Background: an optimization exercise with open tools, aiming at a short achievable clock period and few clock cycles. Do not read the settings as production practice. At most, simulation tests tie the RTL to the original design; equivalence was not proved. Only the layout flow was run in runs 2 to 5; the RTL was not checked for function there. Power and IR drop assume default switching activity.

$ cat flow/flow/run.sh
#!/bin/bash
set -euo pipefail
bash standard.sh SETUP_SLACK_MARGIN=8.3 finish > flow_make.log 2>&1
$ cat flow/standard.sh
#!/bin/bash
# synth_recipe.tcl (not shown) runs the flow's synth.tcl, then flattens the netlist and writes it again
# the make line also repeats each setting of config.mk as NAME=value (left out here)
make -C /OpenROAD-flow-scripts/flow DESIGN_CONFIG=/design/flow/config.mk WORK_HOME=/design/flow/orfs CLKGATE_MAP_FILE= SYNTH_SCRIPT=/design/flow/synth_recipe.tcl "${@:-finish}"
$ cat flow/config.mk
export PLATFORM = sky130hd
export DESIGN_NAME = mips_core
export DESIGN_NICKNAME = mips_core
export VERILOG_FILES = /design/flow/design.v
export SDC_FILE = /design/flow/constraint.sdc
export NUM_CORES = 4
export LEC_CHECK = 0
export ABC_CLOCK_PERIOD_IN_PS = 4000
export CAP_MARGIN = 20
export CORE_MARGIN = 2
export CORE_UTILIZATION = 55
export SLEW_MARGIN = 20
$ cat flow/constraint.sdc
create_clock -name core_clock -period 12.0 [get_ports {clk}]
set_input_delay 2.4000 -clock core_clock [delete_from_list [all_inputs] [get_ports {clk}]]
set_output_delay 2.4000 -clock core_clock [all_outputs]
set_load 0.01 [all_outputs]
$ cat flow/design.v
package mips_pkg;
    typedef logic [32-1:0] word_t;
    typedef logic [8-1:0] pc_t;
    typedef logic [4:0] reg_addr_t;
    typedef logic [15:0] imm_t;
    typedef enum logic [5:0] {
        OP_RTYPE = 6'b000000,
        OP_J     = 6'b000010,
        OP_BEQ   = 6'b000100,
        OP_BNE   = 6'b000101,
        OP_ADDI  = 6'b001000,
        OP_SLTI  = 6'b001010,
        OP_ANDI  = 6'b001100,
        OP_ORI   = 6'b001101,
        OP_LUI   = 6'b001111,
        OP_LW    = 6'b100011,
        OP_SW    = 6'b101011
    } opcode_e;
    typedef enum logic [5:0] {
        FN_ADD = 6'b100000,
        FN_SUB = 6'b100010,
        FN_AND = 6'b100100,
        FN_OR  = 6'b100101,
        FN_NOR = 6'b100111,
        FN_SLT = 6'b101010
    } funct_e;
    typedef enum logic [2:0] {
        ALU_ADD, ALU_SUB, ALU_AND, ALU_OR, ALU_NOR, ALU_SLT, ALU_LUI
    } alu_op_e;
    typedef enum logic {
        FETCH_IDLE, FETCH_BUSY
    } fetch_state_e;
endpackage
`timescale 1ns/1ns
module mips_core (
    input  logic                                clk,
    input  logic                                reset,
    input  logic                                run,
    input  logic                                imem_we,
    input  logic [$clog2(64)-1:0] imem_addr,
    input  mips_pkg::word_t                     imem_wdata,
    output logic                                retire,
    output mips_pkg::pc_t                       retire_pc,
    output logic                                wb_en,
    output mips_pkg::reg_addr_t                 wb_reg,
    output mips_pkg::word_t                     wb_data,
    output logic                                overflow,
    output logic                                store_en,
    output mips_pkg::word_t                     store_addr,
    output mips_pkg::word_t                     store_data
);
    logic        reset_q, we_q;
    logic [5:0]  wa_q;
    logic [31:0] wd_q;
    always_ff @(posedge clk)
    begin
        reset_q <= reset;
        we_q    <= imem_we;
        wa_q    <= imem_addr;
        wd_q    <= imem_wdata;
    end
    logic [31:0] imem   [64];
    logic [5:0]  pd_tgt [64];    
    logic        pd_red [64];    
    logic        flip   [64];    
    logic [5:0]  w_op;
    logic        w_j, w_br, w_same, w_red;
    logic [5:0]  w_tgt;
    assign w_op   = wd_q[31:26];
    assign w_j    = (w_op == 6'h02);
    assign w_br   = (w_op == 6'h04) || (w_op == 6'h05);
    assign w_same = (wd_q[25:21] == wd_q[20:16]);
    assign w_tgt  = w_j ? wd_q[5:0] : (wa_q + 6'd1 + wd_q[5:0]);
    assign w_red  = w_j || (w_br && (w_same ? !w_op[0] : (wd_q[15] || w_op[0])));
    always_ff @(posedge clk)
    begin
        if (we_q)
        begin
            imem[wa_q]   <= wd_q;
            pd_tgt[wa_q] <= w_tgt;
            pd_red[wa_q] <= w_red;
        end
    end
    logic [5:0]  pc_f;
    logic        v_d, pred_d;
    logic [31:0] ins_d;
    logic [5:0]  pc_d, alt_d;
    logic        v_e;
    logic [5:0]  pc_e, alt_e;
    logic [31:0] a_e, bx_e, t_e;
    logic        fa_e, fb_e, ft_e;
    logic        s_00, s_10, s_01, s_11;             
    logic        c_at, c_aw, c_wt, c_ww;             
    logic        mpe_e, mpn_e;
    logic        rw_e, ld_e, st_e, beq_e, bne_e, ovf_e, sub_e;
    logic        m_sum, m_ld, m_and, m_or, m_nor, m_slt, m_b;
    logic [31:0] fw_q;
    logic [4:0]  wreg_q;
    logic [4:0]  dst_e;
    logic [5:0]  ea_e;
    logic [31:0] ains_e;
    logic        ared_e;
    logic [5:0]  anext_e, aalt_e;
    logic        aok_e;      
    localparam logic [2:0] SEL_SUM = 3'd0, SEL_AND = 3'd1, SEL_OR = 3'd2, SEL_NOR = 3'd3,
                           SEL_SLT = 3'd4, SEL_B = 3'd5;
    logic        mispredict, issue, fetch_ok, ld_haz;
    logic [31:0] ins_f;
    logic [5:0]  tgt_f, pc_f1, next_f, alt_f;
    logic        red_f;
    assign ins_f  = imem[pc_f];
    assign tgt_f  = pd_tgt[pc_f];
    assign red_f  = pd_red[pc_f] ^ flip[pc_f];
    assign pc_f1  = pc_f + 6'd1;
    assign next_f = red_f ? tgt_f : pc_f1;
    assign alt_f  = red_f ? pc_f1 : tgt_f;
    logic        z_hit;
    logic [5:0]  z_next, z_alt;
    assign z_hit  = (we_q && wa_q == 6'd0) || (imem_we && imem_addr == 6'd0);
    assign z_next = pd_red[0] ? pd_tgt[0] : 6'd1;
    assign z_alt  = pd_red[0] ? 6'd1 : pd_tgt[0];
    assign issue    = v_d && run && !ld_haz;
    logic whit;
    assign whit     = we_q && (wa_q == pc_f);    
    assign fetch_ok = !whit && (!v_d || issue);
    always_ff @(posedge clk)
    begin
        if (reset)
            pc_f <= z_hit ? 6'd0 : z_next;
        else if (mispredict)
            pc_f <= aok_e ? anext_e : alt_e;
        else if (fetch_ok)
            pc_f <= next_f;
    end
    always_ff @(posedge clk)
    begin
        if (reset)
            v_d <= !z_hit;
        else if (mispredict)
            v_d <= aok_e;
        else if (fetch_ok)
            v_d <= 1'b1;
        else if (issue)
            v_d <= 1'b0;
    end
    always_ff @(posedge clk)
    begin
        if (reset)
        begin
            ins_d  <= imem[0];
            pc_d   <= 6'd0;
            alt_d  <= z_alt;
            pred_d <= pd_red[0];
        end
        else if (mispredict)
        begin
            ins_d  <= ains_e;
            pc_d   <= alt_e;
            alt_d  <= aalt_e;
            pred_d <= ared_e;
        end
        else if (fetch_ok)
        begin
            ins_d  <= ins_f;
            pc_d   <= pc_f;
            alt_d  <= alt_f;
            pred_d <= red_f;
        end
    end
    logic [31:0] rf [1:31];
    logic [5:0]  op, fn;
    logic [4:0]  rs, rt, rd;
    logic [15:0] imm;
    logic [31:0] rs_v, rt_v, rs_rf, rt_rf, imm_v;
    logic        d_rw, d_ld, d_st, d_beq, d_bne, d_ovf, d_sub, d_imm, d_ze, d_lui;
    logic [2:0]  d_sel;
    logic [4:0]  d_dst;
    logic [7:0]  ea_d;
    assign op  = ins_d[31:26];
    assign fn  = ins_d[5:0];
    assign rs  = ins_d[25:21];
    assign rt  = ins_d[20:16];
    assign rd  = ins_d[15:11];
    assign imm = ins_d[15:0];
    always_comb
    begin
        d_sel = SEL_SUM;
        {d_rw, d_ld, d_st, d_beq, d_bne, d_ovf, d_sub, d_imm, d_ze, d_lui} = '0;
        d_dst = rt;
        case (op)
            6'h00:
            begin
                d_dst = rd;
                d_rw  = 1'b1;
                case (fn)
                    6'h20: d_ovf = 1'b1;
                    6'h22: {d_ovf, d_sub} = 2'b11;
                    6'h24: d_sel = SEL_AND;
                    6'h25: d_sel = SEL_OR;
                    6'h27: d_sel = SEL_NOR;
                    6'h2a: begin d_sel = SEL_SLT; d_sub = 1'b1; end
                    default: d_rw = 1'b0;
                endcase
            end
            6'h08: {d_imm, d_rw, d_ovf} = 3'b111;
            6'h0a: begin d_sel = SEL_SLT; {d_imm, d_rw, d_sub} = 3'b111; end
            6'h0c: begin d_sel = SEL_AND; {d_imm, d_rw, d_ze} = 3'b111; end
            6'h0d: begin d_sel = SEL_OR; {d_imm, d_rw, d_ze} = 3'b111; end
            6'h0f: begin d_sel = SEL_B; {d_imm, d_rw, d_lui} = 3'b111; end
            6'h23: {d_imm, d_rw, d_ld} = 3'b111;
            6'h2b: {d_imm, d_st} = 2'b11;
            6'h04: d_beq = 1'b1;
            6'h05: d_bne = 1'b1;
            default: ;
        endcase
        if (d_dst == 5'd0)
            d_rw = 1'b0;
    end
    assign imm_v = d_lui ? {imm, 16'b0} : d_ze ? {16'b0, imm} : {{16{imm[15]}}, imm};
    assign rs_rf = (rs == 5'd0 || reset_q) ? '0 : rf[rs];
    assign rt_rf = (rt == 5'd0 || reset_q) ? '0 : rf[rt];
    assign rs_v  = (wreg_q != 5'd0 && wreg_q == rs) ? fw_q : rs_rf;
    assign rt_v  = (wreg_q != 5'd0 && wreg_q == rt) ? fw_q : rt_rf;
    logic        base_ex;
    logic [7:0]  lo_a, lo_bx, lo_res;
    assign base_ex = v_e && rw_e && (dst_e == rs);
    assign ld_haz  = (d_ld || d_st) && base_ex && (m_slt || m_ld);
    assign lo_a    = fa_e ? fw_q[7:0] : a_e[7:0];
    assign lo_bx   = fb_e ? fw_q[7:0] ^ {8{sub_e}} : bx_e[7:0];
    assign lo_res  = ({8{m_sum}} & (lo_a + lo_bx + {7'b0, sub_e})) | ({8{m_and}} & (lo_a & lo_bx))
                   | ({8{m_or}} & (lo_a | lo_bx)) | ({8{m_nor}} & ~(lo_a | lo_bx))
                   | ({8{m_b}} & lo_bx);
    assign ea_d    = (base_ex ? lo_res : rs_v[7:0]) + imm[7:0];
    logic [5:0] a_tgt, a_1;
    logic       a_red;
    assign a_tgt = pd_tgt[alt_d];
    assign a_red = pd_red[alt_d] ^ flip[alt_d];
    assign a_1   = alt_d + 6'd1;
    always_ff @(posedge clk)
    begin
        if (reset || mispredict)
            {v_e, mpe_e, mpn_e} <= 3'b000;
        else
        begin
            v_e   <= issue;
            mpe_e <= issue && (d_beq ? !pred_d : (d_bne && pred_d));
            mpn_e <= issue && (d_beq ? pred_d : (d_bne && !pred_d));
        end
    end
    logic f_a, f_b, f_t;
    assign f_a = v_e && rw_e && (dst_e == rs);
    assign f_b = v_e && rw_e && (dst_e == rt) && !d_imm;
    assign f_t = v_e && rw_e && (dst_e == rt);
    always_ff @(posedge clk)
    begin
        pc_e    <= pc_d;
        alt_e   <= alt_d;
        a_e     <= rs_v;
        bx_e    <= d_sub ? ~(d_imm ? imm_v : rt_v) : (d_imm ? imm_v : rt_v);
        t_e     <= rt_v;
        fa_e    <= f_a;
        fb_e    <= f_b;
        ft_e    <= f_t;
        s_00    <= !f_a && !f_b;
        s_10    <= f_a && !f_b;
        s_01    <= !f_a && f_b;
        s_11    <= f_a && f_b;
        c_at    <= (d_beq || d_bne) && !f_a && !f_t;
        c_aw    <= (d_beq || d_bne) && f_a && !f_t;
        c_wt    <= (d_beq || d_bne) && !f_a && f_t;
        c_ww    <= (d_beq || d_bne) && f_a && f_t;
        {rw_e, ld_e, st_e, beq_e, bne_e, ovf_e, sub_e} <=
            {d_rw, d_ld, d_st, d_beq, d_bne, d_ovf, d_sub};
        m_sum   <= (d_sel == SEL_SUM) && !d_ld;
        m_ld    <= d_ld;
        m_and   <= (d_sel == SEL_AND);
        m_or    <= (d_sel == SEL_OR);
        m_nor   <= (d_sel == SEL_NOR);
        m_slt   <= (d_sel == SEL_SLT);
        m_b     <= (d_sel == SEL_B);
        dst_e   <= d_dst;
        ea_e    <= ea_d[7:2];
        ains_e  <= imem[alt_d];
        ared_e  <= a_red;
        anext_e <= a_red ? a_tgt : a_1;
        aalt_e  <= a_red ? a_1 : a_tgt;
        aok_e   <= !(we_q && wa_q == alt_d);
    end
    logic [31:0] dmem [64];
    logic [31:0] a, bx, fwx, t, sum, res, ld_v;
    logic [31:0] sum_00, sum_10, sum_01, sum_11;
    logic        slt, eq, ovf;
    assign fwx    = fw_q ^ {32{sub_e}};
    assign sum_00 = a_e + bx_e + {31'b0, sub_e};
    assign sum_10 = fw_q + bx_e + {31'b0, sub_e};
    assign sum_01 = a_e + fwx + {31'b0, sub_e};
    assign sum_11 = fw_q + fwx + {31'b0, sub_e};
    assign sum    = ({32{s_00}} & sum_00) | ({32{s_10}} & sum_10)
                  | ({32{s_01}} & sum_01) | ({32{s_11}} & sum_11);
    assign a    = fa_e ? fw_q : a_e;
    assign bx   = fb_e ? fwx : bx_e;         
    assign t    = ft_e ? fw_q : t_e;
    assign ovf  = (a[31] == bx[31]) && (sum[31] != a[31]);
    assign slt  = (a[31] == bx[31]) ? a[31] : sum[31];
    assign ld_v = dmem[ea_e];
    logic eq_at, eq_wt, eq_aw;
    assign eq_at = (a_e == t_e);
    assign eq_aw = (fw_q == t_e);
    assign eq_wt = (a_e == fw_q);
    assign eq    = (c_at & eq_at) | (c_aw & eq_aw) | (c_wt & eq_wt) | c_ww;
    assign mispredict = eq ? mpe_e : mpn_e;
    assign res = ({32{m_sum}} & sum) | ({32{m_ld}} & ld_v) | ({32{m_and}} & (a & bx))
               | ({32{m_or}} & (a | bx)) | ({32{m_nor}} & ~(a | bx))
               | {31'b0, m_slt & slt} | ({32{m_b}} & bx);
    always_ff @(posedge clk)
    begin
        if (reset)
        begin
            for (int i = 0; i < 64; i++)
                flip[i] <= 1'b0;
        end
        else if (mispredict)
            flip[pc_e] <= !flip[pc_e];
    end
    always_ff @(posedge clk)
    begin
        if (v_e && st_e)
            dmem[ea_e] <= t;
    end
    always_ff @(posedge clk)
    begin
        if (reset)
            {retire, wb_en, overflow, store_en} <= 4'b0000;
        else
        begin
            retire   <= v_e;
            wb_en    <= v_e && rw_e;
            overflow <= v_e && ovf_e && ovf;
            store_en <= v_e && st_e;
        end
    end
    always_ff @(posedge clk)
    begin
        retire_pc  <= {pc_e, 2'b00};
        wb_reg     <= dst_e;
        wb_data    <= res;
        store_addr <= sum;
        store_data <= t;
    end
    always_ff @(posedge clk)
    begin
        if (reset)
            wreg_q <= 5'd0;
        else
            wreg_q <= (v_e && rw_e) ? dst_e : 5'd0;
    end
    always_ff @(posedge clk)
    begin
        if (v_e && rw_e)
            fw_q <= res;
    end
    always_ff @(posedge clk)
    begin
        if (reset_q)
        begin
            for (int i = 1; i < 32; i++)
                rf[i] <= '0;
        end
        else if (wreg_q != 5'd0)
            rf[wreg_q] <= fw_q;
    end
endmodule
==> out/results.ini, run 1 <==
[outcome]
status = timing/DRC/antenna clean

[clock_network]
clock-sinks = 6084
hold_buffers = 0
clkLatencyLatePin_ps = 1140
cts_tree = done
htree_levels = 6
clockBufferDepth = 4
cts-root-buf = clkbuf_16
clkTransAtPathRegs_ps = 60
cts_buffers = 637

[cells_and_area]
top_regs = dmem: 2048 flops, imem: 2048 flops, rf: 1024 flops
drive_gt1_frac = 0.3294
fin_util = 0.6368
area.growth.synth_to_final_pct = 15.49
layout_common_cells = 5710 x edfxtp_1, 2313 x mux4_2, 948 x and2_1
nets = 15599
final_common_cell = edfxtp_1

[floorplanning]
die_area_um2 = 499800
die-height_um = 707.0
die_w_um = 707.0
core_area_um2 = 492900
start_util = 0.5514
io_pins = 155
rows = 258

[drt]
drcViolationCount = 0
routed_wl_um = 992700
met3_wirelength_um = 124100
route.met2.wl_um = 454900
ant_nets = 0
top_layer_used = met5
drt-pass1-iter-count = 8
wl_per_cell_um = 44.15
vias_per_cell = 7.383
num_vias = 166025
drt_iter0_drc = 27055
wl_met1_um = 356200

[power]
p_per_area_nw_per_um2 = 237.7
total_power_w = 0.07463
p_leak_nw = 102.4
max-vdd-ir-drop_mv = 0.2239

[placement]
pre_cts_ws_ps = 5210
dp_hpwl_um = 536000
port_buffers = 152
place_congestion = 0.9457

[timing]
worst_clock_skew_ps = 86.74
setup_violations = 0
rsz0062_at_grt = true
max_clock_freq_mhz = 241.2
layout_min_cycle_time_ps = 4145
finalMaxSlewViolations = 0
tns_ps = 0
finalHoldViolCount = 0
setup_slack_ps = 7855
fin_crit_sh = 0.3455
worst_pin_slew_ps = 1232
slew-limit-headroom = 0.1787

[grt]
antenna_found_initial = 72
grt_overflow_total = 0
grt_use_total = 0.3910
grt_max_degree = 130
grt_pass1_wl_um = 1338000
grt_pass1_vias = 162642

[synth]
synthFlopType = edfxtp_1
async_reset_ff_frac = 0
ys_warn_count = 1
synth_cell_types = 89
synth_area_per_cell_um2 = 18.30
yosys_register_bits = 6084
synth_edf_count = 5710
yosysSeqAreaShare = 0.6584
synthCells = 14853
synth_area_um2 = 271800

[setup_path]
rrSetupSlack_ps = 7950
crit_type = flop to primary output
worstPathArrival_ps = 1750
path_depth = 1
crit_buf_inv = 1
reg2reg_from = bx_e[15]
critPathSlowestCell = dfxtp_4
rr_worst_depth = 11
endpoint_kind = primary output
critPathMaxFanout = 1
required_ps = 9600
startpoint_type = flop
max_stage_delay_ps = 480
cpLargestDelayFamily = flip-flops
path_cells = buf_6
cp-startpoint = store_en
setup.worst_path.end = store_en
reg2reg_to = fw_q[31]

[run]
cap_viol_max_count = 0

[worst_hold_path]
hold_class = flop to flop

logic make-up (layout without fill, tap and decap cells):
family          count (synthesis)  in the layout  share of synthesized area
flops                        6084           6084                     0.6584
other cells                     1             84                 0.00001380
simple gates                 2197           2207                    0.04372
xor+xnor                      314            314                    0.01026
compound gates               2175           2176                    0.05792
buf+inv                      1316           2355                    0.01915
mux                          2615           2615                     0.2034
fa+ha+maj                     151            151                   0.007172
final cells by class:
| type | count | area (um2) |
|---|---|---|
| antenna | 50 | 125.1 |
| clock buffer | 816 | 16970 |
| clock inverter | 353 | 4272 |
| fill | 33675 | 179000 |
| inverter | 104 | 485.5 |
| multi-input combinational | 7497 | 92370 |
| sequential | 6084 | 179300 |
| tap | 6500 | 8133 |
| timing repair buffer | 1078 | 12210 |
| timing repair inverter | 4 | 35.03 |
timing repair:
action | CTS | global route
gates cloned | 62 | 24
resized for setup | 1232 | 334
setup buffers | 202 | 140
setup endpoints to repair | 2757 | 767
endpoints found under the hold margin | 0 | 0
pin swaps | 161 | 166
layer usage:
| layer | GRT usage | vias to the layer above |
|---|---|---|
| met4 | 0.1816 | 18 |
| li1 | - | 63220 |
| met3 | 0.09776 | 2345 |
| met1 | 0.5354 | 87969 |
| met2 | 0.5975 | 12473 |
| met5 | 0 | - |
metrics by stage:
step,cells,hold slack [ps],area [um2]
after global routing,22442,335.6,313800
after detailed placement,20839,343.6,282800
final,22486,335.5,313900
after CTS,22272,333.2,310600
after global placement,20829,342.9,282700
after floorplan,14886,329.0,272400
power breakdown:
group	leakage, nW	switching [W]	internal (W)
clock	10.3	0.00876	0.0114
combinational	35.6	0.0160	0.0125
sequential	56.5	0.00125	0.0247
total	102	0.0260	0.0487
Yosys cell counts (12+ instances only):
cell type,n,area (um2)
a211o_1,13,113.9
a211oi_1,28,210.2
a21boi_0,14,105.1
a21o_1,92,690.7
a21oi_1,252,1261
a221o_1,33,330.3
a221oi_1,220,1927
a222oi_1,12,120.1
a22o_1,223,1953
a22oi_1,618,4639
a31oi_1,227,1420
and2_1,950,5943
and3_1,45,281.5
buf_1,218,818.3
buf_2,114,570.6
buf_4,19,142.6
clkbuf_1,854,3206
dfxtp_1,374,7487
edfxtp_1,5710,171500
ha_1,143,1789
inv_1,102,382.9
mux2_2,129,1453
mux2i_1,173,1732
mux4_2,2313,52090
nand2_1,304,1141
nand2b_1,23,143.9
nand3_1,83,415.4
nand3b_1,17,127.6
nand4_1,88,550.5
nor2_1,387,1453
nor2b_1,21,131.4
nor3_1,118,590.6
nor3b_1,15,112.6
nor4_1,55,344.1
o211ai_1,20,150.1
o21a_1,15,112.6
o21ai_0,208,1041
o21ai_1,15,75.07
o21bai_1,47,352.8
o22ai_1,14,87.58
o32a_1,12,120.1
or2_2,41,256.5
xnor2_1,204,1787
xor2_1,105,919.6
worst min-delay path by stage:
stage            start            to  slack, ps  depth (start not counted)
2_1_floorplan  pc_e[0]  retire_pc[2]        330                          0
3_3_place_gp   pc_d[0]       pc_e[0]        340                          0
3_5_place_dp   pc_d[0]       pc_e[0]        340                          0
4_1_cts        pc_d[5]       pc_e[5]        330                          0
5_1_grt        pc_d[5]       pc_e[5]        340                          0
6_report       pc_d[5]       pc_e[5]        340                          0
Testbench counts, summed over its fixed seeds: cycles 11,505.
==> inputs of run 2 (changes only) <==
--- a/flow/design.v
+++ b/flow/design.v
@@ -312,15 +312,22 @@
     assign res = ({32{m_sum}} & sum) | ({32{m_ld}} & ld_v) | ({32{m_and}} & (a & bx))
                | ({32{m_or}} & (a | bx)) | ({32{m_nor}} & ~(a | bx))
                | {31'b0, m_slt & slt} | ({32{m_b}} & bx);
+    logic       mp_q;
+    logic [5:0] mp_pc_q;
     always_ff @(posedge clk)
     begin
-        if (reset)
+        mp_q    <= mispredict && !reset;
+        mp_pc_q <= pc_e;
+    end
+    always_ff @(posedge clk)
+    begin
+        if (reset_q)
         begin
             for (int i = 0; i < 64; i++)
                 flip[i] <= 1'b0;
         end
-        else if (mispredict)
-            flip[pc_e] <= !flip[pc_e];
+        else if (mp_q)
+            flip[mp_pc_q] <= !flip[mp_pc_q];
     end
     always_ff @(posedge clk)
     begin
==> run 2 against run 1 <==
Net effect: first-iteration DRC count grew 1.1%; clock power is essentially flat; flip-flop and latch count increased by 1; area after synthesis is 0.16% higher; utilization rose by 0.26 points; routed wire length is 0.49% higher; combinational power grew 3%; die area up 0.16%; critical path type unchanged; largest cell class unchanged.
==> out/results.ini, run 2 <==
[grt]
antenna_found_initial = 71
grt_max_degree = 111
grt_use_total = 0.3921
grt_pass1_wl_um = 1347000
grt_pass1_vias = 163758
grt_overflow_total = 0

[placement]
dp_cells = 20999
port_buffers = 152
dp_hpwl_um = 550500
place_congestion = 0.9313

[setup_path]
startpoint_type = flop
max_stage_delay_ps = 460
required_ps = 9600
cpLargestDelayFamily = flip-flops
critPathMaxFanout = 1
crit_buf_inv = 1
crit_type = flop to primary output
endpoint_kind = primary output
worstPathArrival_ps = 1750
path_cells = buf_6
critPathSlowestCell = dfxtp_4

[synth]
yosysMostFrequentCell = edfxtp_1
synthFlopType = edfxtp_1
ys_warn_count = 1
synth_area_um2 = 272200
synth_cell_types = 91
synth_common_cells = 5710 x edfxtp_1, 2267 x mux4_2, 867 x and2_1
synthCells = 15004
ys_top_cells_by_area = edfxtp_1 63%, mux4_2 19%, dfxtp_1 2.8%
yosysSeqAreaShare = 0.6574
yosys_register_bits = 6085
synth_area_per_cell_um2 = 18.14
synth_top_area_cell = edfxtp_1
synth_edf_count = 5710
synth_top_area_frac = 0.6298
async_reset_ff_frac = 0

[run]
cap_viol_max_count = 0

[floorplanning]
die_w_um = 707.6
die_area_um2 = 500600
start_util = 0.5519
io_pins = 155
core_area_um2 = 493300
die-height_um = 707.6
rows = 258

[cells_and_area]
fin_cells = 22698
layout_common_cells = 5710 x edfxtp_1, 2267 x mux4_2, 866 x and2_1
multi_input_comb_area_um2 = 92460
nets = 15831
ff_latch_area_um2 = 179400
area.growth.synth_to_final_pct = 15.85
final_common_cell = edfxtp_1
fillers = 33974
top_regs = dmem: 2048 flops, imem: 2048 flops, rf: 1024 flops
drive_gt1_frac = 0.3245

[timing]
tns_ps = 0
layout_min_cycle_time_ps = 4149
finalMaxSlewViolations = 0
finalHoldViolCount = 0
slew-limit-headroom = 0.1887
fin_crit_sh = 0.3458
worst_pin_slew_ps = 1217
rsz0062_at_grt = true
max_clock_freq_mhz = 241.0
setup_violations = 0
worst_clock_skew_ps = 92.71

[outcome]
status = timing/DRC/antenna clean

[clock_network]
cts-root-buf = clkbuf_16
clock-sinks = 6085
clkLatencyLatePin_ps = 1150
clkTransAtPathRegs_ps = 60
cts_buffers = 645
clockBufferDepth = 4
htree_levels = 6
cts_tree = done

[power]
p_per_area_nw_per_um2 = 238.5
max-vdd-ir-drop_mv = 0.1777
p_leak_nw = 102.9

[drt]
route.met2.wl_um = 462800
wl_met1_um = 354900
num_vias = 167793
ant_nets = 0
top_layer_used = met5
drcViolationCount = 0
vias_per_cell = 7.392
met3_wirelength_um = 120800
drt-pass1-iter-count = 6
drt_iter0_drc = 27347
routed_wl_um = 997500
wl_per_cell_um = 43.95

[worst_hold_path]
hold_class = flop to flop

## run 2: changes by cell type in the layout (fill, tap and decap cells not counted), moves of 28 or more
cell | previous run | this run
nor3_1 | 104 | 176
clkinv_1 | 99 | 127
a41oi_1 | 5 | 50
o21ai_0 | 162 | 197
mux4_2 | 2313 | 2267
a221oi_1 | 216 | 156
a22o_1 | 223 | 157
a22oi_1 | 614 | 731
buf_6 | 161 | 192
o21ai_1 | 34 | 68
o21bai_1 | 46 | 18
a31oi_1 | 197 | 155
and2_1 | 948 | 866
or2_4 | 40 | 6
## run 2: routing by layer
metal,vias up,GRT usage
met3,2391,0.08908
met1,88552,0.5339
li1,64137,-
met2,12693,0.6077
met5,-,0
met4,20,0.1847
## run 2: kinds of logic after synthesis
logic type	Yosys count	share of synthesized area
AO/OA/AOI/OAI	2269	0.05902
XOR/XNOR	319	0.01029
adder cells (fa/ha/maj)	151	0.007160
buffers and inverters	1332	0.01993
flip-flops	6085	0.6574
multiplexers	2608	0.2021
other	1	0.00001377
AND/OR/NAND/NOR	2239	0.04409
## run 2: final cells by class
cell class	count	area share
Sequential cell	6085	0.5688
Inverter	107	0.001448
Multi-Input combinational cell	7624	0.2932
Clock buffer	838	0.05456
Tap cell	6500	0.02579
Clock inverter	342	0.01183
Antenna cell	27	0.0002142
Timing Repair inverter	3	0.00004761
Timing Repair Buffer	1172	0.04419
## run 2: path summary, 6_finish.rpt
kind	startpoint	end	slack, ps	cells past startpoint
max	store_en	store_en	7850	1
min reg2reg	pc_e[3]	mp_pc_q[3]	320	0
max reg2reg	sub_e	fw_q[14]	7860	15
min	pc_e[3]	mp_pc_q[3]	320	0
## run 2: where the power goes
group | total, W | switching [W] | leakage [nW] | internal, W
sequential | 0.0260 | 0.00128 | 56.5 | 0.0247
clock | 0.0199 | 0.00871 | 10.1 | 0.0112
combinational | 0.0294 | 0.0165 | 36.3 | 0.0129
total | 0.0752 | 0.0265 | 103 | 0.0487
## run 2: per-stage QoR
| stage | utilization | area (um2) | hold WS [ps] | total power, W | setup slack [ps] |
|---|---|---|---|---|---|
| 3_5_place_dp | 0.5744 | 283300 | 314.4 | 0.05215 | 5749 |
| 3_3_place_gp | 0.5740 | 283100 | 313.5 | 0.05194 | 5737 |
| 5_1_grt | 0.6393 | 315300 | 325.9 | 0.07698 | 7830 |
| 2_1_floorplan | - | 272700 | 309.6 | 0.04257 | 7832 |
| 4_1_cts | 0.6333 | 312400 | 325.1 | 0.07414 | 7823 |
| 6_report | 0.6394 | 315400 | 322.9 | 0.07523 | 7851 |
## run 2: what timing repair did
| item | CTS | global route |
|---|---|---|
| gates cloned | 73 | 26 |
| buffers inserted | 273 | 118 |
| resized for setup | 1394 | 322 |
| pin swaps | 142 | 157 |
| hold buffers | 0 | 0 |
| setup endpoints to repair | 2498 | 561 |
## run 2: worst register-to-register path: stages, from the launching register on
cell and delay (ps):
dfxtp_4 390, clkinvlp_4 110, buf_12 160, buf_12 150
ha_4 280, inv_2 50, ha_4 290, a21o_1 190
a311oi_4 80, or4_4 620, nand2_2 100, a21boi_2 50
xnor2_1 120, a222oi_1 780, o21ai_1 200, a221o_1 360
==> inputs of run 3 (changes only) <==
--- a/flow/design.v
+++ b/flow/design.v
@@ -85,13 +85,10 @@
     logic        v_d, pred_d;
     logic [31:0] ins_d;
     logic [5:0]  pc_d, alt_d;
-    logic        v_e;
+    logic        v_e, pred_e;
     logic [5:0]  pc_e, alt_e;
     logic [31:0] a_e, bx_e, t_e;
     logic        fa_e, fb_e, ft_e;
-    logic        s_00, s_10, s_01, s_11;             
-    logic        c_at, c_aw, c_wt, c_ww;             
-    logic        mpe_e, mpn_e;
     logic        rw_e, ld_e, st_e, beq_e, bne_e, ovf_e, sub_e;
     logic        m_sum, m_ld, m_and, m_or, m_nor, m_slt, m_b;
     logic [31:0] fw_q;
@@ -239,36 +236,21 @@
     always_ff @(posedge clk)
     begin
         if (reset || mispredict)
-            {v_e, mpe_e, mpn_e} <= 3'b000;
+            v_e <= 1'b0;
         else
-        begin
-            v_e   <= issue;
-            mpe_e <= issue && (d_beq ? !pred_d : (d_bne && pred_d));
-            mpn_e <= issue && (d_beq ? pred_d : (d_bne && !pred_d));
-        end
+            v_e <= issue;
     end
-    logic f_a, f_b, f_t;
-    assign f_a = v_e && rw_e && (dst_e == rs);
-    assign f_b = v_e && rw_e && (dst_e == rt) && !d_imm;
-    assign f_t = v_e && rw_e && (dst_e == rt);
     always_ff @(posedge clk)
     begin
         pc_e    <= pc_d;
         alt_e   <= alt_d;
+        pred_e  <= pred_d;
         a_e     <= rs_v;
         bx_e    <= d_sub ? ~(d_imm ? imm_v : rt_v) : (d_imm ? imm_v : rt_v);
         t_e     <= rt_v;
-        fa_e    <= f_a;
-        fb_e    <= f_b;
-        ft_e    <= f_t;
-        s_00    <= !f_a && !f_b;
-        s_10    <= f_a && !f_b;
-        s_01    <= !f_a && f_b;
-        s_11    <= f_a && f_b;
-        c_at    <= (d_beq || d_bne) && !f_a && !f_t;
-        c_aw    <= (d_beq || d_bne) && f_a && !f_t;
-        c_wt    <= (d_beq || d_bne) && !f_a && f_t;
-        c_ww    <= (d_beq || d_bne) && f_a && f_t;
+        fa_e    <= v_e && rw_e && (dst_e == rs);
+        fb_e    <= v_e && rw_e && (dst_e == rt) && !d_imm;
+        ft_e    <= v_e && rw_e && (dst_e == rt);
         {rw_e, ld_e, st_e, beq_e, bne_e, ovf_e, sub_e} <=
             {d_rw, d_ld, d_st, d_beq, d_bne, d_ovf, d_sub};
         m_sum   <= (d_sel == SEL_SUM) && !d_ld;
@@ -289,14 +271,13 @@
     logic [31:0] dmem [64];
     logic [31:0] a, bx, fwx, t, sum, res, ld_v;
     logic [31:0] sum_00, sum_10, sum_01, sum_11;
-    logic        slt, eq, ovf;
+    logic        slt, eq, taken, ovf;
     assign fwx    = fw_q ^ {32{sub_e}};
     assign sum_00 = a_e + bx_e + {31'b0, sub_e};
     assign sum_10 = fw_q + bx_e + {31'b0, sub_e};
     assign sum_01 = a_e + fwx + {31'b0, sub_e};
     assign sum_11 = fw_q + fwx + {31'b0, sub_e};
-    assign sum    = ({32{s_00}} & sum_00) | ({32{s_10}} & sum_10)
-                  | ({32{s_01}} & sum_01) | ({32{s_11}} & sum_11);
+    assign sum    = fa_e ? (fb_e ? sum_11 : sum_10) : (fb_e ? sum_01 : sum_00);
     assign a    = fa_e ? fw_q : a_e;
     assign bx   = fb_e ? fwx : bx_e;         
     assign t    = ft_e ? fw_q : t_e;
@@ -307,27 +288,21 @@
     assign eq_at = (a_e == t_e);
     assign eq_aw = (fw_q == t_e);
     assign eq_wt = (a_e == fw_q);
-    assign eq    = (c_at & eq_at) | (c_aw & eq_aw) | (c_wt & eq_wt) | c_ww;
-    assign mispredict = eq ? mpe_e : mpn_e;
+    assign eq    = fa_e ? (ft_e || eq_aw) : (ft_e ? eq_wt : eq_at);
+    assign taken = (beq_e && eq) || (bne_e && !eq);
+    assign mispredict = v_e && (beq_e || bne_e) && (taken != pred_e);
     assign res = ({32{m_sum}} & sum) | ({32{m_ld}} & ld_v) | ({32{m_and}} & (a & bx))
                | ({32{m_or}} & (a | bx)) | ({32{m_nor}} & ~(a | bx))
                | {31'b0, m_slt & slt} | ({32{m_b}} & bx);
-    logic       mp_q;
-    logic [5:0] mp_pc_q;
     always_ff @(posedge clk)
     begin
-        mp_q    <= mispredict && !reset;
-        mp_pc_q <= pc_e;
-    end
-    always_ff @(posedge clk)
-    begin
-        if (reset_q)
+        if (reset)
         begin
             for (int i = 0; i < 64; i++)
                 flip[i] <= 1'b0;
         end
-        else if (mp_q)
-            flip[mp_pc_q] <= !flip[mp_pc_q];
+        else if (mispredict)
+            flip[pc_e] <= !flip[pc_e];
     end
     always_ff @(posedge clk)
     begin
==> run 3 against run 2 <==
Net effect: still clean; hold slack gained 33 ps; area after synthesis is 0.43% lower; flip-flop and latch count shrank 8; non-clock buffer count decreased by 41; synthesized cell count fell by 1.2%; clock power barely moved; clock skew is 20 ps lower; utilization up 0.28 points; routed wire length increased by 2.7%; fmax is 4.9% lower; via count rose by 0.20%; critical path type is now flop to flop; largest power group unchanged.
==> out/results.ini, run 3 <==
[drt]
vias_per_cell = 7.457
num_vias = 168129
wl_per_cell_um = 45.45
ant_nets = 0
routed_wl_um = 1025000
drt_iter0_drc = 27869
drcViolationCount = 0
drt-pass1-iter-count = 8

[cells_and_area]
fillers = 33347
top_regs = dmem: 2048 flops, imem: 2048 flops, rf: 1024 flops
layout_common_cells = 5710 x edfxtp_1, 2300 x mux4_2, 946 x and2_1
fin_cells = 22545
area.growth.synth_to_final_pct = 16.17
nets = 15682
drive_gt1_frac = 0.3358
fin_util = 0.6422
final_common_cell = edfxtp_1

[timing]
hold_ws_ps = 355.9
setup_violations = 0
tns_ps = 0
layout_min_cycle_time_ps = 4363
rsz0062_at_grt = true
finalHoldViolCount = 0
slew-limit-headroom = 0.1228
worst_clock_skew_ps = 72.66
worst_pin_slew_ps = 1316
max_clock_freq_mhz = 229.2
fin_crit_sh = 0.3636
finalMaxSlewViolations = 0

[setup_path]
critPathMaxFanout = 8
path_cells = buf_12, buf_6, buf_16, mux2_4, buf_12, xor2_4, nor4_4, nand4_1, o32ai_4, mux2_4, buf_12, nand2_8, or3b_4, buf_12, buf_12, o21ai_2
rr_worst_depth = 16
rrSetupSlack_ps = 7640
reg2reg_to = flip[15]
worstPathArrival_ps = 5180
endpoint_kind = flop
startpoint_type = flop
cp-startpoint = ft_e
critPathSlowestCell = o32ai_4
crit_type = flop to flop
max_stage_delay_ps = 510
required_ps = 12810
reg2reg_from = ft_e
crit_top_cell = buf_12

[synth]
synth_edf_count = 5710
synthFlopType = edfxtp_1
synthCells = 14827
synth-simple-area-share = 0.04378
synth_top_area_cell = edfxtp_1
ys_warn_count = 1
synth_compound_gate_area_share = 0.05614
synth_mux_area_frac = 0.2044
synth_area_um2 = 271100
ys_top_cells_by_area = edfxtp_1 63%, mux4_2 19%, dfxtp_1 2.7%
synth_cell_types = 93
async_reset_ff_frac = 0
synth_xor_area_frac = 0.009790
yosysMostFrequentCell = edfxtp_1
yosysSeqAreaShare = 0.6596
synth_top_family_by_area = multiplexers
synth_top_area_frac = 0.6325
synth_common_cells = 5710 x edfxtp_1, 2300 x mux4_2, 948 x and2_1
yosys_register_bits = 6077
synth_area_per_cell_um2 = 18.28
synth_fa_ha_area_frac = 0.007191

[worst_hold_path]
hp-start = pc_d[2]
worst_hold_path.num_cells = 0
min_to = pc_e[2]
hold_class = flop to flop

[clock_network]
cts_buffers = 639
htree_levels = 6
cts-root-buf = clkbuf_16
hold_buffers = 0
clkLatencyLatePin_ps = 1130
clock-sinks = 6077
clockBufferDepth = 4
cts_tree = done
clkTransAtPathRegs_ps = 60

[grt]
grt_pass1_wl_um = 1372000
grt_max_degree = 94
grt_overflow_total = 0
antenna_found_initial = 73
grt_pass1_vias = 163028
grt_use_total = 0.4042

[floorplanning]
rows = 257
die_w_um = 706.0
die_area_um2 = 498500
core_area_um2 = 490400
io_pins = 155
start_util = 0.5528
die-height_um = 706.0

[run]
cap_viol_max_count = 0

[power]
max-vdd-ir-drop_mv = 0.2737
p_leak_nw = 102.8
p_per_area_nw_per_um2 = 236.3

[outcome]
status = timing/DRC/antenna clean

[placement]
dp_hpwl_um = 532300
dp_cells = 20754
place_congestion = 0.9446
port_buffers = 152

[run 3: changes by cell type after synthesis, moves of 42 or more]
cell,change
a22o_1,+57
a41oi_1,-56
buf_2,+42
a31oi_1,+74
and2_1,+81
a221oi_1,+65
clkbuf_1,-50
nor3_1,-89
a22oi_1,-123
[run 3: final cells by class]
cell class / instances / area (um2) / share of cell area
Clock buffer: 863 / 17370 / 0.05515
Timing Repair Buffer: 1131 / 13160 / 0.04179
Sequential cell: 6077 / 179200 / 0.5691
Multi-Input combinational cell: 7538 / 93010 / 0.2954
Tap cell: 6475 / 8102 / 0.02573
Antenna cell: 39 / 97.59 / 0.0003099
Inverter: 96 / 414.1 / 0.001315
Clock inverter: 320 / 3500 / 0.01111
Timing Repair inverter: 6 / 58.81 / 0.0001867
[run 3: kinds of logic after synthesis]
family,count (synthesis)
multiplexers,2637
flip-flops,6077
AO/OA/AOI/OAI,2152
other,1
adder cells (fa/ha/maj),151
XOR/XNOR,303
buffers and inverters,1306
AND/OR/NAND/NOR,2200
[run 3: per-stage QoR]
stage	total power (W)	worst slack (ps)	area (um2)
2_1_floorplan	0.04220	7903	271600
3_3_place_gp	0.05120	5390	281500
3_5_place_dp	0.05136	5322	281700
4_1_cts	0.07334	7815	312100
5_1_grt	0.07603	7708	314800
6_report	0.07442	7637	314900
[run 3: what timing repair did]
item                        CTS  global route
cloned                      121            18
gates resized for setup    1542           338
pin swaps                   221           121
setup endpoints to repair  2514           765
setup buffers               295           135
[run 3: where the power goes]
part / internal [W] / total [W] / switching (W)
Sequential: 0.0247 / 0.0262 / 0.00152
Clock: 0.0111 / 0.0198 / 0.00871
Combinational: 0.0125 / 0.0284 / 0.0159
[run 3: how the worst max path moves through the flow]
stage | endpoint | depth (start not counted)
finish | flip[15] | 16
detailed placement | flop | 13
global route | flip[23] | 16
CTS | ins_d[21] | 15
global placement | flop | 13
floorplan | dmem[12][0] | 8
[run 3: critical path: cells and delay by family (launching register included)]
family | cells | cell delay (ps)
buffers and inverters | 7 | 960
and+or+nand+nor | 4 | 1210
xor gates and xnor gates | 1 | 150
muxes | 2 | 730
AOI/OAI and AO/OA | 2 | 610
DFF | 1 | 350
[run 3: metal layers]
| layer | GRT usage | vias to the layer above | wire length (um) |
|---|---|---|---|
| met5 | 0.0005768 | - | 180 |
| li1 | - | 63334 | - |
| met4 | 0.2348 | 26 | 75650 |
| met3 | 0.09115 | 2896 | 123900 |
| met2 | 0.6238 | 13138 | 471400 |
| met1 | 0.5344 | 88735 | 353600 |
==> inputs of run 4 (changes only) <==
--- a/flow/design.v
+++ b/flow/design.v
@@ -49,16 +49,6 @@
     output mips_pkg::word_t                     store_addr,
     output mips_pkg::word_t                     store_data
 );
-    logic        reset_q, we_q;
-    logic [5:0]  wa_q;
-    logic [31:0] wd_q;
-    always_ff @(posedge clk)
-    begin
-        reset_q <= reset;
-        we_q    <= imem_we;
-        wa_q    <= imem_addr;
-        wd_q    <= imem_wdata;
-    end
     logic [31:0] imem   [64];
     logic [5:0]  pd_tgt [64];    
     logic        pd_red [64];    
@@ -66,19 +56,19 @@
     logic [5:0]  w_op;
     logic        w_j, w_br, w_same, w_red;
     logic [5:0]  w_tgt;
-    assign w_op   = wd_q[31:26];
+    assign w_op   = imem_wdata[31:26];
     assign w_j    = (w_op == 6'h02);
     assign w_br   = (w_op == 6'h04) || (w_op == 6'h05);
-    assign w_same = (wd_q[25:21] == wd_q[20:16]);
-    assign w_tgt  = w_j ? wd_q[5:0] : (wa_q + 6'd1 + wd_q[5:0]);
-    assign w_red  = w_j || (w_br && (w_same ? !w_op[0] : (wd_q[15] || w_op[0])));
+    assign w_same = (imem_wdata[25:21] == imem_wdata[20:16]);
+    assign w_tgt  = w_j ? imem_wdata[5:0] : (imem_addr + 6'd1 + imem_wdata[5:0]);
+    assign w_red  = w_j || (w_br && (w_same ? !w_op[0] : (imem_wdata[15] || w_op[0])));
     always_ff @(posedge clk)
     begin
-        if (we_q)
+        if (imem_we)
         begin
-            imem[wa_q]   <= wd_q;
-            pd_tgt[wa_q] <= w_tgt;
-            pd_red[wa_q] <= w_red;
+            imem[imem_addr]   <= imem_wdata;
+            pd_tgt[imem_addr] <= w_tgt;
+            pd_red[imem_addr] <= w_red;
         end
     end
     logic [5:0]  pc_f;
@@ -98,7 +88,6 @@
     logic [31:0] ains_e;
     logic        ared_e;
     logic [5:0]  anext_e, aalt_e;
-    logic        aok_e;      
     localparam logic [2:0] SEL_SUM = 3'd0, SEL_AND = 3'd1, SEL_OR = 3'd2, SEL_NOR = 3'd3,
                            SEL_SLT = 3'd4, SEL_B = 3'd5;
     logic        mispredict, issue, fetch_ok, ld_haz;
@@ -113,19 +102,17 @@
     assign alt_f  = red_f ? pc_f1 : tgt_f;
     logic        z_hit;
     logic [5:0]  z_next, z_alt;
-    assign z_hit  = (we_q && wa_q == 6'd0) || (imem_we && imem_addr == 6'd0);
+    assign z_hit  = imem_we && (imem_addr == 6'd0);
     assign z_next = pd_red[0] ? pd_tgt[0] : 6'd1;
     assign z_alt  = pd_red[0] ? 6'd1 : pd_tgt[0];
     assign issue    = v_d && run && !ld_haz;
-    logic whit;
-    assign whit     = we_q && (wa_q == pc_f);    
-    assign fetch_ok = !whit && (!v_d || issue);
+    assign fetch_ok = !v_d || issue;
     always_ff @(posedge clk)
     begin
         if (reset)
             pc_f <= z_hit ? 6'd0 : z_next;
         else if (mispredict)
-            pc_f <= aok_e ? anext_e : alt_e;
+            pc_f <= anext_e;
         else if (fetch_ok)
             pc_f <= next_f;
     end
@@ -133,9 +120,7 @@
     begin
         if (reset)
             v_d <= !z_hit;
-        else if (mispredict)
-            v_d <= aok_e;
-        else if (fetch_ok)
+        else if (mispredict || fetch_ok)
             v_d <= 1'b1;
         else if (issue)
             v_d <= 1'b0;
@@ -214,20 +199,12 @@
             d_rw = 1'b0;
     end
     assign imm_v = d_lui ? {imm, 16'b0} : d_ze ? {16'b0, imm} : {{16{imm[15]}}, imm};
-    assign rs_rf = (rs == 5'd0 || reset_q) ? '0 : rf[rs];
-    assign rt_rf = (rt == 5'd0 || reset_q) ? '0 : rf[rt];
+    assign rs_rf = (rs == 5'd0) ? '0 : rf[rs];
+    assign rt_rf = (rt == 5'd0) ? '0 : rf[rt];
     assign rs_v  = (wreg_q != 5'd0 && wreg_q == rs) ? fw_q : rs_rf;
     assign rt_v  = (wreg_q != 5'd0 && wreg_q == rt) ? fw_q : rt_rf;
-    logic        base_ex;
-    logic [7:0]  lo_a, lo_bx, lo_res;
-    assign base_ex = v_e && rw_e && (dst_e == rs);
-    assign ld_haz  = (d_ld || d_st) && base_ex && (m_slt || m_ld);
-    assign lo_a    = fa_e ? fw_q[7:0] : a_e[7:0];
-    assign lo_bx   = fb_e ? fw_q[7:0] ^ {8{sub_e}} : bx_e[7:0];
-    assign lo_res  = ({8{m_sum}} & (lo_a + lo_bx + {7'b0, sub_e})) | ({8{m_and}} & (lo_a & lo_bx))
-                   | ({8{m_or}} & (lo_a | lo_bx)) | ({8{m_nor}} & ~(lo_a | lo_bx))
-                   | ({8{m_b}} & lo_bx);
-    assign ea_d    = (base_ex ? lo_res : rs_v[7:0]) + imm[7:0];
+    assign ld_haz = (d_ld || d_st) && v_e && rw_e && (dst_e == rs);
+    assign ea_d   = rs_v[7:0] + imm[7:0];
     logic [5:0] a_tgt, a_1;
     logic       a_red;
     assign a_tgt = pd_tgt[alt_d];
@@ -266,7 +243,6 @@
         ared_e  <= a_red;
         anext_e <= a_red ? a_tgt : a_1;
         aalt_e  <= a_red ? a_1 : a_tgt;
-        aok_e   <= !(we_q && wa_q == alt_d);
     end
     logic [31:0] dmem [64];
     logic [31:0] a, bx, fwx, t, sum, res, ld_v;
@@ -343,7 +319,7 @@
     end
     always_ff @(posedge clk)
     begin
-        if (reset_q)
+        if (reset)
         begin
             for (int i = 1; i < 32; i++)
                 rf[i] <= '0;
==> run 4 against run 3 <==
Net effect: non-clock buffer count is 43 higher; utilization about the same; synthesized cell count fell by 1.4%; via count fell by 2.9%; first-iteration DRC count is 9.6% lower; fmax is 5.0% higher; hold slack worse by 24 ps; final cell count shrank 0.97%; critical endpoint is now wb_reg[0].
==> out/results.ini, run 4 <==
[outcome]
status = timing/DRC/antenna clean

[synth]
synth_area_um2 = 269400
ys_warn_count = 1
synth_mux_area_frac = 0.2063
synth_common_cells = 5710 x edfxtp_1, 2329 x mux4_2, 879 x and2_1
synth_fa_ha_area_frac = 0.006577
synth_compound_gate_area_share = 0.05695
synth_area_per_cell_um2 = 18.43
synthCells = 14616
synth_top_family_by_area = multiplexers
synth_top_area_frac = 0.6365
synthFlopType = edfxtp_1
async_reset_ff_frac = 0
yosysMostFrequentCell = edfxtp_1
synth_xor_area_frac = 0.009136
synth-simple-area-share = 0.04159
synth_edf_count = 5710
synth_cell_types = 89
yosysSeqAreaShare = 0.6607
ys_top_cells_by_area = edfxtp_1 64%, mux4_2 19%, dfxtp_1 2.4%
synth_top_area_cell = edfxtp_1
yosys_register_bits = 6036

[clock_network]
htree_levels = 6
clkTransAtPathRegs_ps = 60
clockBufferDepth = 4
cts-root-buf = clkbuf_16
cts_buffers = 634
clkLatencyLatePin_ps = 1140
hold_buffers = 0
clock-sinks = 6036
cts_tree = done

[drt]
drt_iter0_drc = 25199
drcViolationCount = 0
vias_per_cell = 7.312
routed_wl_um = 971000
drt-pass1-iter-count = 8
wl_per_cell_um = 43.49
ant_nets = 0
num_vias = 163242

[cells_and_area]
drive_gt1_frac = 0.3426
final_common_cell = edfxtp_1
layout_common_cells = 5710 x edfxtp_1, 2329 x mux4_2, 878 x and2_1
top_regs = dmem: 2048 flops, imem: 2048 flops, rf: 1024 flops
area.growth.synth_to_final_pct = 16.57
nets = 15483

[grt]
grt_pass1_vias = 159711
grt_use_total = 0.3794
antenna_found_initial = 38
grt_overflow_total = 0
grt_max_degree = 100
grt_pass1_wl_um = 1300000

[setup_path]
crit_type = flop to primary output
critPathSlowestCell = dfxtp_4
worstPathArrival_ps = 1750
rrSetupSlack_ps = 7900
startpoint_type = flop
crit_buf_inv = 1
required_ps = 9600
path_cells = buf_6
max_stage_delay_ps = 470
endpoint_kind = primary output
critPathMaxFanout = 1
cpLargestDelayFamily = flip-flops

[run]
cap_viol_max_count = 0

[timing]
finalHoldViolCount = 0
hold_ws_ps = 331.5
finalMaxSlewViolations = 0
worst_clock_skew_ps = 87.23
max_clock_freq_mhz = 240.7
slew-limit-headroom = 0.2396
rsz0062_at_grt = true
tns_ps = 0
setup_violations = 0
worst_pin_slew_ps = 1141
fin_crit_sh = 0.3462
layout_min_cycle_time_ps = 4155

[floorplanning]
die-height_um = 703.9
start_util = 0.5511
die_area_um2 = 495400
io_pins = 155
die_w_um = 703.9
core_area_um2 = 488800
rows = 257

[placement]
dp_hpwl_um = 526600
port_buffers = 152
place_congestion = 0.9842

[power]
max-vdd-ir-drop_mv = 0.1719
p_per_area_nw_per_um2 = 251.5
p_leak_nw = 101.9

[worst_hold_path]
hold_class = flop to flop

==> run 4: cell types whose count changed in the layout (fill, tap and decap cells not counted), moves of 29 or more <==
cell | before | now
xnor2_1 | 197 | 156
and2_1 | 946 | 878
buf_4 | 625 | 579
mux2i_1 | 163 | 127
buf_6 | 208 | 241
or2_4 | 39 | 4
nor3_1 | 88 | 158
mux4_2 | 2300 | 2329
clkdlybuf4s50_1 | 40 | 1
o21ai_4 | 10 | 42
==> run 4: metrics by stage <==
stage / worst slack [ps] / utilization / cell area [um2] / instances / power [W]
after global routing: 7814 / 0.6424 / 314000 / 22311 / 0.08081
final: 7845 / 0.6425 / 314000 / 22326 / 0.07898
after detailed placement: 5355 / 0.5744 / 280800 / 20578 / 0.05529
after CTS: 7829 / 0.6332 / 309500 / 22088 / 0.07722
after global placement: 5388 / 0.5743 / 280700 / 20575 / 0.05514
after floorplan: 7477 / - / 271800 / 14649 / 0.04433
==> run 4: final cells by class <==
cell class	count	area [um2]
Clock buffer	830	17040
Antenna cell	20	50.05
Timing Repair Buffer	1174	14430
Fill cell	33355	174700
Timing Repair inverter	1	8.758
Tap cell	6475	8102
Sequential cell	6036	178300
Clock inverter	334	3456
Inverter	100	440.4
Multi-Input combinational cell	7356	92160
==> run 4: timing repair <==
action                                   CTS  global route
gates cloned                              77            46
setup buffers                            269           170
endpoints found under the setup margin  5813          1784
resized for setup                       1417           510
pin swaps                                141           113
endpoints found under the hold margin      0             0
==> run 4: where the power goes <==
part           switching, W  internal, W
registers           0.00156       0.0251
clock network       0.00857       0.0110
logic                0.0185       0.0142
==> run 4: worst paths after layout <==
kind,startpoint,to,cells past startpoint
worst min-delay path,pred_d,pred_e,0
worst max-delay path,wb_reg[0],wb_reg[0],1
worst max register to register,fw_q[0],wb_data[24],14
worst min register to register,pred_d,pred_e,0
==> run 4: logic make-up (layout without fill, tap and decap cells) <==
logic type      after synthesis  after routing
buf+inv                    1287           2439
mux                        2621           2641
flops                      6036           6036
fa+ha+maj                   138            138
other cells                   1             54
compound gates             2167           2167
simple gates               2085           2095
xor+xnor                    281            281
==> run 4: routing by layer <==
layer | GRT usage | part of all wire
met2 | 0.5898 | 0.47
met1 | 0.5173 | 0.36
met5 | 0 | 0.000038
met4 | 0.1858 | 0.064
met3 | 0.08007 | 0.11
==> inputs of run 5 (changes only) <==
--- a/flow/design.v
+++ b/flow/design.v
@@ -77,12 +77,10 @@
     logic [5:0]  pc_d, alt_d;
     logic        v_e, pred_e;
     logic [5:0]  pc_e, alt_e;
-    logic [31:0] a_e, bx_e, t_e;
+    logic [31:0] a_e, b_e, t_e;
     logic        fa_e, fb_e, ft_e;
     logic        rw_e, ld_e, st_e, beq_e, bne_e, ovf_e, sub_e;
-    logic        m_sum, m_ld, m_and, m_or, m_nor, m_slt, m_b;
-    logic [31:0] fw_q;
-    logic [4:0]  wreg_q;
+    logic [2:0]  sel_e;
     logic [4:0]  dst_e;
     logic [5:0]  ea_e;
     logic [31:0] ains_e;
@@ -201,8 +199,8 @@
     assign imm_v = d_lui ? {imm, 16'b0} : d_ze ? {16'b0, imm} : {{16{imm[15]}}, imm};
     assign rs_rf = (rs == 5'd0) ? '0 : rf[rs];
     assign rt_rf = (rt == 5'd0) ? '0 : rf[rt];
-    assign rs_v  = (wreg_q != 5'd0 && wreg_q == rs) ? fw_q : rs_rf;
-    assign rt_v  = (wreg_q != 5'd0 && wreg_q == rt) ? fw_q : rt_rf;
+    assign rs_v  = (wb_en && wb_reg == rs) ? wb_data : rs_rf;
+    assign rt_v  = (wb_en && wb_reg == rt) ? wb_data : rt_rf;
     assign ld_haz = (d_ld || d_st) && v_e && rw_e && (dst_e == rs);
     assign ea_d   = rs_v[7:0] + imm[7:0];
     logic [5:0] a_tgt, a_1;
@@ -219,57 +217,53 @@
     end
     always_ff @(posedge clk)
     begin
-        pc_e    <= pc_d;
-        alt_e   <= alt_d;
-        pred_e  <= pred_d;
-        a_e     <= rs_v;
-        bx_e    <= d_sub ? ~(d_imm ? imm_v : rt_v) : (d_imm ? imm_v : rt_v);
-        t_e     <= rt_v;
-        fa_e    <= v_e && rw_e && (dst_e == rs);
-        fb_e    <= v_e && rw_e && (dst_e == rt) && !d_imm;
-        ft_e    <= v_e && rw_e && (dst_e == rt);
-        {rw_e, ld_e, st_e, beq_e, bne_e, ovf_e, sub_e} <=
-            {d_rw, d_ld, d_st, d_beq, d_bne, d_ovf, d_sub};
-        m_sum   <= (d_sel == SEL_SUM) && !d_ld;
-        m_ld    <= d_ld;
-        m_and   <= (d_sel == SEL_AND);
-        m_or    <= (d_sel == SEL_OR);
-        m_nor   <= (d_sel == SEL_NOR);
-        m_slt   <= (d_sel == SEL_SLT);
-        m_b     <= (d_sel == SEL_B);
-        dst_e   <= d_dst;
-        ea_e    <= ea_d[7:2];
-        ains_e  <= imem[alt_d];
-        ared_e  <= a_red;
-        anext_e <= a_red ? a_tgt : a_1;
-        aalt_e  <= a_red ? a_1 : a_tgt;
+        if (issue)
+        begin
+            pc_e    <= pc_d;
+            alt_e   <= alt_d;
+            pred_e  <= pred_d;
+            a_e     <= rs_v;
+            b_e     <= d_imm ? imm_v : rt_v;
+            t_e     <= rt_v;
+            fa_e    <= v_e && rw_e && (dst_e == rs);
+            fb_e    <= v_e && rw_e && (dst_e == rt) && !d_imm;
+            ft_e    <= v_e && rw_e && (dst_e == rt);
+            {rw_e, ld_e, st_e, beq_e, bne_e, ovf_e, sub_e} <=
+                {d_rw, d_ld, d_st, d_beq, d_bne, d_ovf, d_sub};
+            sel_e   <= d_sel;
+            dst_e   <= d_dst;
+            ea_e    <= ea_d[7:2];
+            ains_e  <= imem[alt_d];
+            ared_e  <= a_red;
+            anext_e <= a_red ? a_tgt : a_1;
+            aalt_e  <= a_red ? a_1 : a_tgt;
+        end
     end
     logic [31:0] dmem [64];
-    logic [31:0] a, bx, fwx, t, sum, res, ld_v;
-    logic [31:0] sum_00, sum_10, sum_01, sum_11;
+    logic [31:0] a, b, t, bx, sum, res, ld_v;
     logic        slt, eq, taken, ovf;
-    assign fwx    = fw_q ^ {32{sub_e}};
-    assign sum_00 = a_e + bx_e + {31'b0, sub_e};
-    assign sum_10 = fw_q + bx_e + {31'b0, sub_e};
-    assign sum_01 = a_e + fwx + {31'b0, sub_e};
-    assign sum_11 = fw_q + fwx + {31'b0, sub_e};
-    assign sum    = fa_e ? (fb_e ? sum_11 : sum_10) : (fb_e ? sum_01 : sum_00);
-    assign a    = fa_e ? fw_q : a_e;
-    assign bx   = fb_e ? fwx : bx_e;         
-    assign t    = ft_e ? fw_q : t_e;
+    assign a    = fa_e ? wb_data : a_e;
+    assign b    = fb_e ? wb_data : b_e;
+    assign t    = ft_e ? wb_data : t_e;
+    assign bx   = sub_e ? ~b : b;
+    assign sum  = a + bx + {31'b0, sub_e};
     assign ovf  = (a[31] == bx[31]) && (sum[31] != a[31]);
-    assign slt  = (a[31] == bx[31]) ? a[31] : sum[31];
+    assign slt  = (a[31] != b[31]) ? a[31] : sum[31];
     assign ld_v = dmem[ea_e];
-    logic eq_at, eq_wt, eq_aw;
-    assign eq_at = (a_e == t_e);
-    assign eq_aw = (fw_q == t_e);
-    assign eq_wt = (a_e == fw_q);
-    assign eq    = fa_e ? (ft_e || eq_aw) : (ft_e ? eq_wt : eq_at);
+    assign eq   = (a == t);
     assign taken = (beq_e && eq) || (bne_e && !eq);
     assign mispredict = v_e && (beq_e || bne_e) && (taken != pred_e);
-    assign res = ({32{m_sum}} & sum) | ({32{m_ld}} & ld_v) | ({32{m_and}} & (a & bx))
-               | ({32{m_or}} & (a | bx)) | ({32{m_nor}} & ~(a | bx))
-               | {31'b0, m_slt & slt} | ({32{m_b}} & bx);
+    always_comb
+    begin
+        case (sel_e)
+            SEL_AND: res = a & b;
+            SEL_OR:  res = a | b;
+            SEL_NOR: res = ~(a | b);
+            SEL_SLT: res = {31'b0, slt};
+            SEL_B:   res = b;
+            default: res = ld_e ? ld_v : sum;
+        endcase
+    end
     always_ff @(posedge clk)
     begin
         if (reset)
@@ -308,23 +302,11 @@
     always_ff @(posedge clk)
     begin
         if (reset)
-            wreg_q <= 5'd0;
-        else
-            wreg_q <= (v_e && rw_e) ? dst_e : 5'd0;
-    end
-    always_ff @(posedge clk)
-    begin
-        if (v_e && rw_e)
-            fw_q <= res;
-    end
-    always_ff @(posedge clk)
-    begin
-        if (reset)
         begin
             for (int i = 1; i < 32; i++)
                 rf[i] <= '0;
         end
-        else if (wreg_q != 5'd0)
-            rf[wreg_q] <= fw_q;
+        else if (wb_en)
+            rf[wb_reg] <= wb_data;
     end
 endmodule
==> flow/flow/run.sh (replaced) <==
#!/bin/bash
set -euo pipefail
bash standard.sh SETUP_SLACK_MARGIN=7.8 finish > flow_make.log 2>&1
==> run 5 against run 4 <==
Net effect: die area grew 0.31%; still clean; sequential share of layout area is 1.3 points higher; count of clock-buffer cells in the layout fell by 32; critical path depth rose by 6; largest power group unchanged; highest routed layer unchanged; total power down 1.7%.
==> out/results.ini, run 5 <==
[setup_path]
reg2reg_from = fa_e
rr_worst_depth = 13
path_cells = clkdlybuf4s50_1, inv_4, nor2_1, nand2_2, nor2_4, buf_4, buf_12
crit_type = input port to flop
endpoint_kind = flop
critPathSlowestCell = clkdlybuf4s50_1
worstPathArrival_ps = 5120
cpLargestDelayFamily = buffers and inverters
crit_buf_inv = 4
reg2reg_to = ins_d[9]
rrSetupSlack_ps = 7680
required_ps = 12750
critPathMaxFanout = 24
max_stage_delay_ps = 720
startpoint_type = input port

[worst_hold_path]
worst_hold_path.num_cells = 0
hp-start = pc_d[4]
hold_class = flop to flop
min_to = pc_e[4]

[synth]
synth_mux_area_frac = 0.2606
synth_area_um2 = 270200
yosysMostFrequentCell = edfxtp_1
synthFlopType = edfxtp_1
synth-simple-area-share = 0.03699
synth_xor_area_frac = 0.005996
yosysSeqAreaShare = 0.6620
yosys_register_bits = 6008
synth_cell_types = 81
synth_area_per_cell_um2 = 20.51
ys_top_cells_by_area = edfxtp_1 65%, mux4_2 25%, and2_1 2.3%
async_reset_ff_frac = 0
synth_top_family_by_area = multiplexers
ys_warn_count = 1
synth_top_area_cell = edfxtp_1
synth_common_cells = 5856 x edfxtp_1, 2978 x mux4_2, 1000 x and2_1
synth_edf_count = 5856
synthCells = 13175
synth_top_area_frac = 0.6507
synth_compound_gate_area_share = 0.01500
synth_fa_ha_area_frac = 0.002232

[cells_and_area]
top_regs = dmem: 2048 flops, imem: 2048 flops, rf: 1024 flops
nets = 13765
final_common_cell = edfxtp_1
layout_common_cells = 5856 x edfxtp_1, 2979 x mux4_2, 999 x and2_1
area.growth.synth_to_final_pct = 14.15
drive_gt1_frac = 0.3700
multi_input_comb_area_um2 = 89370
fillers = 33195
ff_latch_area_um2 = 179100

[grt]
grt_max_degree = 142
grt_use_total = 0.3545
grt_pass1_wl_um = 1213000
grt_overflow_total = 0
grt_pass1_vias = 149363
antenna_found_initial = 66

[clock_network]
hold_buffers = 0
clkTransAtPathRegs_ps = 60
cts-root-buf = clkbuf_16
htree_levels = 6
clockBufferDepth = 4
clock-sinks = 6008
cts_buffers = 638
cts_tree = done
clkLatencyLatePin_ps = 1130

[timing]
worst_pin_slew_ps = 1238
fin_crit_sh = 0.3640
finalMaxSlewViolations = 0
finalHoldViolCount = 0
setup_violations = 0
rsz0062_at_grt = true
layout_min_cycle_time_ps = 4367
slew-limit-headroom = 0.1746
worst_clock_skew_ps = 48.37
max_clock_freq_mhz = 229.0
tns_ps = 0

[floorplanning]
io_pins = 155
die_w_um = 705.0
core_area_um2 = 489700
start_util = 0.5518
die-height_um = 705.0
die_area_um2 = 497000
rows = 257

[drt]
drt-pass1-iter-count = 6
wl_per_cell_um = 42.71
routed_wl_um = 884300
drt_iter0_drc = 22519
num_vias = 148704
drcViolationCount = 0
vias_per_cell = 7.181
ant_nets = 0

[outcome]
status = timing/DRC/antenna clean

[placement]
place_congestion = 0.8966
port_buffers = 152
dp_hpwl_um = 485100

[power]
p_leak_nw = 99.40
max-vdd-ir-drop_mv = 0.1788
total_power_w = 0.07761
p_per_area_nw_per_um2 = 251.6

[run]
cap_viol_max_count = 0

[run 5: cell types whose count changed after synthesis, sizes merged, moves of 65 or more]
cell and delta:
a21oi -132, a221oi -206, a22o -193, a22oi -621, a31oi -217, and2 +121
clkbuf -105, dfxtp -174, edfxtp +146, ha -87, mux4 +666, nor3 -139
xor2 -65
[run 5: logic make-up after synthesis]
group | count (synthesis)
DFF | 6008
muxes | 3276
and+or+nand+nor | 1855
buffers and inverters | 1159
AOI/OAI and AO/OA | 644
xor gates and xnor gates | 185
adders and majority gates | 47
other | 1
[run 5: how the worst max path moves through the flow]
stage	start	end	slack [ps]	cells past startpoint
floorplan	imem_addr[3]	flop	7420	8
global placement	run	flop	5340	9
detailed placement	run	flop	5390	9
CTS	imem_we	flop	7550	10
global route	imem_addr[0]	pd_tgt[17][0]	7700	7
finish	imem_addr[0]	imem[17][11]	7630	7
[run 5: stage by stage]
| step | std cells | area [um2] | hold slack (ps) | util | setup WS (ps) |
|---|---|---|---|---|---|
| final | 20707 | 308500 | 472.3 | 0.6299 | 7633 |
| after detailed placement | 19212 | 281300 | 455.0 | 0.5743 | 5387 |
| after global placement | 19206 | 281100 | 461.6 | 0.5740 | 5335 |
| after global routing | 20677 | 308400 | 470.7 | 0.6297 | 7697 |
| after CTS | 20620 | 307200 | 470.8 | 0.6273 | 7555 |
| after floorplan | 13176 | 271200 | 346.2 | - | 7418 |
[run 5: where the power goes]
part / leakage, nW / internal [W] / switching, W
sequential: 55.6 / 0.0254 / 0.00129
clock: 9.99 / 0.0110 / 0.00842
combinational: 33.8 / 0.0141 / 0.0174
[run 5: layer usage]
metal | vias to the layer above | track usage | share of wire
met5 | - | 0 | 0.00024
met4 | 34 | 0.1663 | 0.057
met3 | 1929 | 0.07024 | 0.10
met2 | 9717 | 0.5670 | 0.48
met1 | 80306 | 0.4763 | 0.36
li1 | 56718 | - | -
[run 5: what timing repair did]
item / CTS / global route
pin swaps: 40 / 26
gates cloned: 75 / 5
gates resized for setup: 781 / 157
setup buffers: 170 / 47
setup endpoints to repair: 2521 / 1216
[run 5: final cells by class]
cell class	instances	area share
Sequential cell	6008	0.5808
Multi-Input combinational cell	6012	0.2897
Clock buffer	798	0.05515
Timing Repair Buffer	922	0.03558
Tap cell	6475	0.02626
Clock inverter	365	0.01100
Inverter	93	0.001225
Antenna cell	33	0.0002677
Timing Repair inverter	1	0.00002839

## re-timing with driven ports
The flow's constraints put no driver on any port. The routed layouts listed below were extracted and timed again, unchanged, in two steps. Step 1 assumes that a clkbuf_16 drives the clock port and a buf_2 every other input. Step 2, shift: input delay + t, output delay - t, t = (earliest + latest rising clock arrival at the registers) / 2. This alone moves slack from input paths to output paths. Three values: no drivers, after step 1, after step 2; two values: the first two.
run	t (ns)	slack for setup (ns)	worst setup path after step 2	pins driven straight from the clock port
run 1	1.230	7.855 / 7.728 / 7.281	input to register	1
run 2	1.230	7.851 / 7.724 / 6.987	input to register	1
run 3	1.236	7.637 / 7.637 / 6.555	input to register	1
run 4	1.222	7.845 / 7.727 / 7.080	input to register	1
run 5	1.222	7.633 / 7.682 / 6.503	input to register	1
After both steps setup and hold are still met in every run listed. The setup slack of run 5, which loses most, moves by +0.049 ns with the drivers and by -1.130 ns with both steps.
